What follows belongs to an exercise in optimizing a design on an open flow for small area, a short achievable clock period and few clock cycles per item; a production flow would make more cautious choices. Where RTL was checked, it was by simulation tests only, not by an equivalence proof against the original.

==> module sm4Core, before the edit <==
module sm4Core (
  input  wire logic                             clk,
  input  wire logic                             rst_n,
  input  wire logic                             start,
  input  wire logic                             decrypt,
  input  wire logic [sm4CorePkg::BLOCK_W-1:0]   key,
  input  wire logic [sm4CorePkg::BLOCK_W-1:0]   textIn,
  output logic [sm4CorePkg::BLOCK_W-1:0]        textOut,
  output logic                                  done
);
  localparam logic [ROUND_W-1:0] CNT_LAST = ROUND_W'(ROUNDS - 1);
  localparam logic [WORD_W-1:0]  CK1      = 32'h1c232a31;
  localparam logic [WORD_W-1:0]  CK31     = 32'h646b7279;
  logic               busy;
  logic               spec;
  logic               hitR;
  logic               rounds;
  logic               decMode;
  logic               valid;
  logic [ROUND_W-1:0] cnt;
  logic [ROUND_W-1:0] cntNext;
  logic               accept;
  logic               missNow;
  logic               lastRound;
  logic               toRounds;
  logic               keyBack;
  logic               dataRound;
  logic               saveEnd;
  logic [BLOCK_W-1:0] keyIn;
  logic [BLOCK_W-1:0] kw;
  logic [BLOCK_W-1:0] ko;
  assign keyIn     = key ^ sm4TablesPkg::FK;
  assign accept    = start && !busy;
  assign missNow   = spec && !hitR;
  assign lastRound = busy && rounds && !spec && (cnt == '0);
  assign toRounds  = busy && !rounds && (!decMode || cnt == CNT_LAST);
  always_comb
  begin
    if (accept)
      cntNext = decrypt ? CNT_LAST : ROUND_W'(1);
    else if (!busy || lastRound || missNow)
      cntNext = '0;
    else if (rounds ? decMode : (decMode && cnt == CNT_LAST))
      cntNext = rounds ? cnt - 1'b1 : cnt;
    else
      cntNext = cnt + 1'b1;
  end
  always_ff @(posedge clk or negedge rst_n)
  begin
    if (!rst_n)
    begin
      busy      <= 1'b0;
      spec      <= 1'b0;
      hitR      <= 1'b0;
      rounds    <= 1'b0;
      decMode   <= 1'b0;
      valid     <= 1'b0;
      cnt       <= '0;
      done      <= 1'b0;
      keyBack   <= 1'b0;
      dataRound <= 1'b0;
    end
    else
    begin
      done <= lastRound;
      cnt  <= cntNext;
      spec <= accept;
      hitR <= valid && (keyIn == kw);
      keyBack   <= accept ? decrypt
                          : (busy && !lastRound && !missNow && decMode && (rounds || toRounds));
      dataRound <= accept || (busy && !lastRound && !missNow && (rounds || toRounds));
      if (accept)
      begin
        busy    <= 1'b1;
        rounds  <= 1'b1;
        decMode <= decrypt;
      end
      else
      begin
        if (lastRound)
        begin
          busy  <= 1'b0;
          valid <= 1'b1;
        end
        if (missNow)
          rounds <= 1'b0;
        else if (toRounds)
          rounds <= 1'b1;
      end
    end
  end
  logic [WORD_W-1:0] ckReg;
  always_ff @(posedge clk)
  begin
    if (accept)
      ckReg <= decrypt ? CK31 : CK1;
    else
      ckReg <= sm4TablesPkg::ck(cntNext);
  end
  logic [WORD_W-1:0] k0, k1, k2, k3;
  logic [WORD_W-1:0] tk;
  logic [WORD_W-1:0] e0, e1, e2, e3;
  logic              stepFwd;
  logic              stepBack;
  logic              encEnd;
  assign {k0, k1, k2, k3} = kw;
  assign tk = sm4TablesPkg::keyT(k1 ^ k2 ^ (keyBack ? k0 : k3) ^ ckReg);
  assign encEnd   = lastRound && !decMode;
  assign stepFwd  = (accept && !decrypt) || (busy && !keyBack && !encEnd && !missNow);
  assign stepBack = busy && keyBack && !missNow;
  always_comb
  begin
    if ((accept && decrypt) || missNow || encEnd)
      {e0, e1, e2, e3} = ko;
    else if (stepFwd)
      {e0, e1, e2, e3} = {k1, k2, k3, k0};
    else if (stepBack)
      {e0, e1, e2, e3} = {k3, k0, k1, k2};
    else
      {e0, e1, e2, e3} = kw;
  end
  always_ff @(posedge clk)
    kw <= {(tk & {WORD_W{stepBack}}) ^ e0, e1, e2, (tk & {WORD_W{stepFwd}}) ^ e3};
  assign saveEnd = busy && !missNow && (decMode ? (rounds && cnt == CNT_LAST)
                                                : (!rounds || cnt == '0));
  always_ff @(posedge clk)
  begin
    if (accept)
      ko <= keyIn;
    else if (saveEnd)
      ko <= kw;
  end
  logic [WORD_W-1:0] x0, x1, x2, x3;
  logic [WORD_W-1:0] ty;
  logic              dataStep;
  assign dataStep = dataRound && !missNow;
  assign ty = sm4TablesPkg::dataT(x1 ^ x2 ^ x3 ^ k3);
  always_ff @(posedge clk)
  begin
    if (accept)
      {x0, x1, x2} <= textIn[127:32];
    else if (dataStep)
      {x0, x1, x2} <= {x1, x2, x3};
  end
  always_ff @(posedge clk)
    x3 <= (ty & {WORD_W{dataStep}}) ^ (accept ? textIn[31:0] : (dataStep ? x0 : x3));
  assign textOut = {x3, x2, x1, x0};
endmodule
Settings: LEC_CHECK=0, CAP_MARGIN=20, CORE_MARGIN=2, CORE_UTILIZATION=60, SETUP_SLACK_MARGIN=5, SLEW_MARGIN=20, TNS_END_PERCENT=0; clock period 11.0 ns.
standard.sh (not shown) runs the stock make flow with config.mk's settings and CLKGATE_MAP_FILE= SYNTH_SCRIPT=/design/flow/synth_recipe.tcl, a recipe that flattens the netlist after the stock synthesis.
==> flow/flow/run.sh <==
#!/bin/bash
# Own layout flow: the standard flow (standard.sh), with
#  - synthesis as standard.sh does it, except for the ABC mapping script
#    (flow/abc.script) used for the logic between the registers;
#  - the ORFS knobs in flow/knobs.txt added to the layout's make call.
# Registers, their names and cells are the standard synthesis's: the
# flip-flops are mapped before ABC runs and ABC does not touch them.
# Each tool's full output goes to a log file of its own in this folder.
set -euo pipefail
here=$(pwd)
fdir=$here/flow

# synthesis script: synth_recipe.tcl with ORFS's synth.tcl swapped for a copy
# whose abc call uses flow/abc.script.
sed "s#^  log_cmd abc {\*}\$abc_args#  set abc_args [lreplace \$abc_args 1 1 $fdir/abc.script]\n  log_cmd abc {*}\$abc_args#" \
  "$FLOW_HOME/scripts/synth.tcl" > "$here/own_synth.tcl"
grep -q "abc.script" "$here/own_synth.tcl"
sed "s#\$::env(SCRIPTS_DIR)/synth.tcl#$here/own_synth.tcl#" "$here/synth_recipe.tcl" > "$here/own_synth_recipe.tcl"
grep -q "own_synth.tcl" "$here/own_synth_recipe.tcl"

knobs=()
if [[ -f $fdir/knobs.txt ]]; then
  while IFS= read -r line; do
    [[ -n "$line" && "$line" != \#* ]] && knobs+=("$line")
  done < "$fdir/knobs.txt"
fi

bash standard.sh "SYNTH_SCRIPT=$here/own_synth_recipe.tcl" synth > "$here/synth.log" 2>&1
bash standard.sh "SYNTH_SCRIPT=$here/own_synth_recipe.tcl" "${knobs[@]}" finish > "$here/layout.log" 2>&1
test -f "$here/out/final.def"
==> flow/flow/abc.script <==
&get -n
&st
&dch
&nf
&st
&syn2
&if -g -K 6
&synch2
&nf
&st
&syn2
&if -g -K 6
&synch2
&nf
&st
&syn2
&if -g -K 6
&synch2
&nf
&st
&syn2
&if -g -K 6
&synch2
&nf
&st
&syn2
&if -g -K 6
&synch2
&nf
&put
buffer -c
topo
stime -c
upsize -c
dnsize -c
==> flow/flow/knobs.txt <==
BUFFER_PORTS_ARGS=-buffer_cell sky130_fd_sc_hd__buf_1
Then changed:
--- a/flow/design.v
+++ b/flow/design.v
@@ -143,10 +143,8 @@
   output logic [sm4CorePkg::BLOCK_W-1:0]        textOut,
   output logic                                  done
 );
   localparam logic [ROUND_W-1:0] CNT_LAST = ROUND_W'(ROUNDS - 1);
-  localparam logic [WORD_W-1:0]  CK1      = 32'h1c232a31;
-  localparam logic [WORD_W-1:0]  CK31     = 32'h646b7279;
   logic               busy;
   logic               spec;
   logic               hitR;
   logic               rounds;
@@ -160,8 +158,9 @@
   logic               toRounds;
   logic               keyBack;
   logic               dataRound;
   logic               saveEnd;
+  logic               keyBackNext;
   logic [BLOCK_W-1:0] keyIn;
   logic [BLOCK_W-1:0] kw;
   logic [BLOCK_W-1:0] ko;
   assign keyIn     = key ^ sm4TablesPkg::FK;
@@ -179,8 +178,10 @@
       cntNext = rounds ? cnt - 1'b1 : cnt;
     else
       cntNext = cnt + 1'b1;
   end
+  assign keyBackNext = accept ? decrypt
+                              : (busy && !lastRound && !missNow && decMode && (rounds || toRounds));
   always_ff @(posedge clk or negedge rst_n)
   begin
     if (!rst_n)
     begin
@@ -200,10 +201,9 @@
       done <= lastRound;
       cnt  <= cntNext;
       spec <= accept;
       hitR <= valid && (keyIn == kw);
-      keyBack   <= accept ? decrypt
-                          : (busy && !lastRound && !missNow && decMode && (rounds || toRounds));
+      keyBack   <= keyBackNext;
       dataRound <= accept || (busy && !lastRound && !missNow && (rounds || toRounds));
       if (accept)
       begin
         busy    <= 1'b1;
@@ -223,24 +223,17 @@
           rounds <= 1'b1;
       end
     end
   end
-  logic [WORD_W-1:0] ckReg;
-  always_ff @(posedge clk)
-  begin
-    if (accept)
-      ckReg <= decrypt ? CK31 : CK1;
-    else
-      ckReg <= sm4TablesPkg::ck(cntNext);
-  end
   logic [WORD_W-1:0] k0, k1, k2, k3;
   logic [WORD_W-1:0] tk;
   logic [WORD_W-1:0] e0, e1, e2, e3;
   logic              stepFwd;
   logic              stepBack;
   logic              encEnd;
+  logic [WORD_W-1:0] z;
   assign {k0, k1, k2, k3} = kw;
-  assign tk = sm4TablesPkg::keyT(k1 ^ k2 ^ (keyBack ? k0 : k3) ^ ckReg);
+  assign tk = sm4TablesPkg::keyT(z);
   assign encEnd   = lastRound && !decMode;
   assign stepFwd  = (accept && !decrypt) || (busy && !keyBack && !encEnd && !missNow);
   assign stepBack = busy && keyBack && !missNow;
   always_comb
@@ -255,8 +248,11 @@
       {e0, e1, e2, e3} = kw;
   end
   always_ff @(posedge clk)
     kw <= {(tk & {WORD_W{stepBack}}) ^ e0, e1, e2, (tk & {WORD_W{stepFwd}}) ^ e3};
+  always_ff @(posedge clk)
+    z <= (tk & {WORD_W{keyBackNext ? stepBack : stepFwd}}) ^
+         (e1 ^ e2 ^ (keyBackNext ? e0 : e3) ^ sm4TablesPkg::ck(cntNext));
   assign saveEnd = busy && !missNow && (decMode ? (rounds && cnt == CNT_LAST)
                                                 : (!rounds || cnt == '0));
   always_ff @(posedge clk)
   begin
@@ -265,20 +261,28 @@
     else if (saveEnd)
       ko <= kw;
   end
   logic [WORD_W-1:0] x0, x1, x2, x3;
+  logic [WORD_W-1:0] ex0, ex1, ex2, ex3;
+  logic [WORD_W-1:0] y;
   logic [WORD_W-1:0] ty;
   logic              dataStep;
   assign dataStep = dataRound && !missNow;
-  assign ty = sm4TablesPkg::dataT(x1 ^ x2 ^ x3 ^ k3);
-  always_ff @(posedge clk)
+  assign ty = sm4TablesPkg::dataT(y);
+  always_comb
   begin
     if (accept)
-      {x0, x1, x2} <= textIn[127:32];
+      {ex0, ex1, ex2, ex3} = textIn;
     else if (dataStep)
-      {x0, x1, x2} <= {x1, x2, x3};
-  end
-  always_ff @(posedge clk)
-    x3 <= (ty & {WORD_W{dataStep}}) ^ (accept ? textIn[31:0] : (dataStep ? x0 : x3));
+      {ex0, ex1, ex2, ex3} = {x1, x2, x3, x0};
+    else
+      {ex0, ex1, ex2, ex3} = {x0, x1, x2, x3};
+  end
+  always_ff @(posedge clk)
+  begin
+    {x0, x1, x2} <= {ex0, ex1, ex2};
+    x3 <= (ty & {WORD_W{dataStep}}) ^ ex3;
+    y  <= (ty & {WORD_W{dataStep}}) ^ (tk & {WORD_W{stepFwd}}) ^ (ex1 ^ ex2 ^ ex3 ^ e3);
+  end
   assign textOut = {x3, x2, x1, x0};
 endmodule
 `default_nettype wire
What happened: The new run finished with timing, DRC and antenna clean; global-route usage grows by 0.37 points; non-clock buffer count is higher by 2; worst setup slack improves by 0.53 ns; hold slack got worse by 0.041 ns; utilization rose by 0.14 points; maximum frequency goes up by a little under a tenth; via count came out higher by a little under a tenth; cell area rises by a few percent; first-iteration DRC count climbs by about a fifth.
Testbench counts after the change, summed over its fixed seeds: cycles 56,002, blocks 1,600.
For the first run of this note, only the layout was checked, not whether the RTL still works.

* * *

Setup of run C:
sm4Core, a different RTL version from the one above (not shown whole).
For scale: roughly 390 I/O pins.
Settings: LEC_CHECK=0, CAP_MARGIN=20, CORE_MARGIN=2, CORE_UTILIZATION=60, SETUP_SLACK_MARGIN=5, SLEW_MARGIN=20, TNS_END_PERCENT=0; clock period 11.0 ns.
==> flow/flow/abc.script <==
strash
dch
map -B 0.9
topo
stime -c
buffer -c
upsize -c
dnsize -c
Scripts as last shown in full above: flow/flow/run.sh, flow/flow/knobs.txt
Run C: done, clean on timing, DRC and antenna
Relative to run C, the following input files were edited for run D:
--- a/flow/design.v
+++ b/flow/design.v
@@ -40,26 +40,26 @@
     logic [7:0] v;
     logic [3:0] ah, al, d, di;
-    t[0] = x[0] ^ x[3] ^ 1'b1;
-    t[1] = x[1] ^ x[2] ^ x[3] ^ x[4] ^ x[5] ^ x[6] ^ x[7];
-    t[2] = x[0] ^ x[1] ^ x[2] ^ x[4] ^ x[5] ^ x[6] ^ 1'b1;
-    t[3] = x[0] ^ x[1] ^ x[2] ^ x[5] ^ 1'b1;
-    t[4] = x[2] ^ x[3] ^ x[5] ^ x[7];
-    t[5] = x[2] ^ x[6] ^ x[7];
-    t[6] = x[2] ^ x[7] ^ 1'b1;
+    t[0] = x[2] ^ x[3] ^ x[5] ^ x[6] ^ 1'b1;
+    t[1] = x[0] ^ x[4] ^ x[7];
+    t[2] = x[0] ^ x[1] ^ x[3] ^ x[5] ^ x[7];
+    t[3] = x[3] ^ x[4] ^ x[6];
+    t[4] = x[2] ^ x[3] ^ x[5] ^ x[6] ^ x[7] ^ 1'b1;
+    t[5] = x[0] ^ x[1] ^ x[2] ^ x[3] ^ x[4] ^ x[5];
+    t[6] = x[0] ^ x[1] ^ x[3] ^ x[4] ^ x[5] ^ x[6] ^ x[7];
     t[7] = x[0] ^ x[1] ^ x[2] ^ x[3] ^ x[4] ^ x[5] ^ x[6] ^ 1'b1;
     ah = t[7:4];
     al = t[3:0];
     d  = gf16Mul(ah, ah, 2'd3) ;
-    d  = gf16Mul(d, 4'd10, 2'd3) ^ gf16Mul(ah, al, 2'd3) ^ gf16Mul(al, al, 2'd3);
+    d  = gf16Mul(d, 4'd13, 2'd3) ^ gf16Mul(ah, al, 2'd3) ^ gf16Mul(al, al, 2'd3);
     di = gf16Inv3(d);
     v  = {gf16Mul(ah, di, 2'd3), gf16Mul(ah ^ al, di, 2'd3)};
-    sbox[0] = v[0] ^ v[3] ^ v[7] ^ 1'b1;
-    sbox[1] = v[0] ^ v[2] ^ v[3] ^ v[6] ^ v[7] ^ 1'b1;
-    sbox[2] = v[1] ^ v[5] ^ v[7];
-    sbox[3] = v[0] ^ v[2] ^ v[3] ^ v[4] ^ v[7];
-    sbox[4] = v[1] ^ v[2] ^ v[3] ^ v[5] ^ v[7] ^ 1'b1;
-    sbox[5] = v[1] ^ v[2] ^ v[3] ^ v[6];
-    sbox[6] = v[0] ^ v[1] ^ v[3] ^ v[6] ^ 1'b1;
-    sbox[7] = v[0] ^ v[1] ^ v[2] ^ v[4] ^ v[6] ^ 1'b1;
+    sbox[0] = v[0] ^ v[1] ^ v[4] ^ v[5] ^ v[7] ^ 1'b1;
+    sbox[1] = v[0] ^ v[1] ^ v[2] ^ v[3] ^ v[4] ^ v[5] ^ v[7] ^ 1'b1;
+    sbox[2] = v[1] ^ v[2] ^ v[7];
+    sbox[3] = v[0] ^ v[1] ^ v[2] ^ v[3] ^ v[6] ^ v[7];
+    sbox[4] = v[1] ^ v[6] ^ v[7] ^ 1'b1;
+    sbox[5] = v[1] ^ v[5] ^ v[6] ^ v[7];
+    sbox[6] = v[0] ^ v[2] ^ v[4] ^ v[7] ^ 1'b1;
+    sbox[7] = v[0] ^ v[5] ^ v[6] ^ 1'b1;
   endfunction
   function automatic logic [31:0] ck(input logic [4:0] i);
--- outcome ---
Run D vs. run C: total area of multi-input combinational cells picked up an extra 4.6%; clock skew grew by 0.026 ns; slew of the pin with the lowest slew margin picked up an extra 0.041 ns. Diff run C -> run D | horizontal extent of the die | up slightly. Area: run D vs run C -> run D larger. Fmax: lower on run C.
No functional check of the RTL was part of any run of this note.

## separate check: timing with driven ports
Ports are ideal in the flow. The routed layouts listed here were re-timed in OpenROAD.
Step 1 assumes that a clkbuf_16 drives the clock port and a buf_2 every other input.
Step 2, shift: input delay + t, output delay - t, t = (earliest + latest rising clock arrival at the registers) / 2. This alone moves slack from input paths to output paths.
Slacks: ideal ports / drivers / drivers and shift; pairs: ideal ports / drivers.
| run | t, ns | slack for setup (ns) | worst hold slack (ns) | latest minus earliest clock arrival (ns) | slew at the worst register clock pin (ns) |
|---|---|---|---|---|---|
| the first run of note 1 | 0.681 | 4.059 / 4.059 / 4.059 | 0.535 / 0.535 / 0.535 | 0.033 / 0.033 | 0.08 / 0.08 |
| the second run of note 1 | 0.697 | 4.588 / 4.588 / 4.018 | 0.495 / 0.495 / 0.495 | 0.032 / 0.032 | 0.07 / 0.07 |
| run C | 0.676 | 5.028 / 5.008 / 4.332 | 0.479 / 0.479 / 0.479 | 0.032 / 0.032 | 0.07 / 0.07 |
| run D | 0.682 | 5.093 / 5.132 / 4.450 | 0.499 / 0.499 / 0.499 | 0.061 / 0.060 | 0.08 / 0.08 |
After both steps every run listed still meets setup and hold. For run C, which loses most, drivers alone change the setup slack by -0.020 ns; drivers and shift together by -0.696 ns.
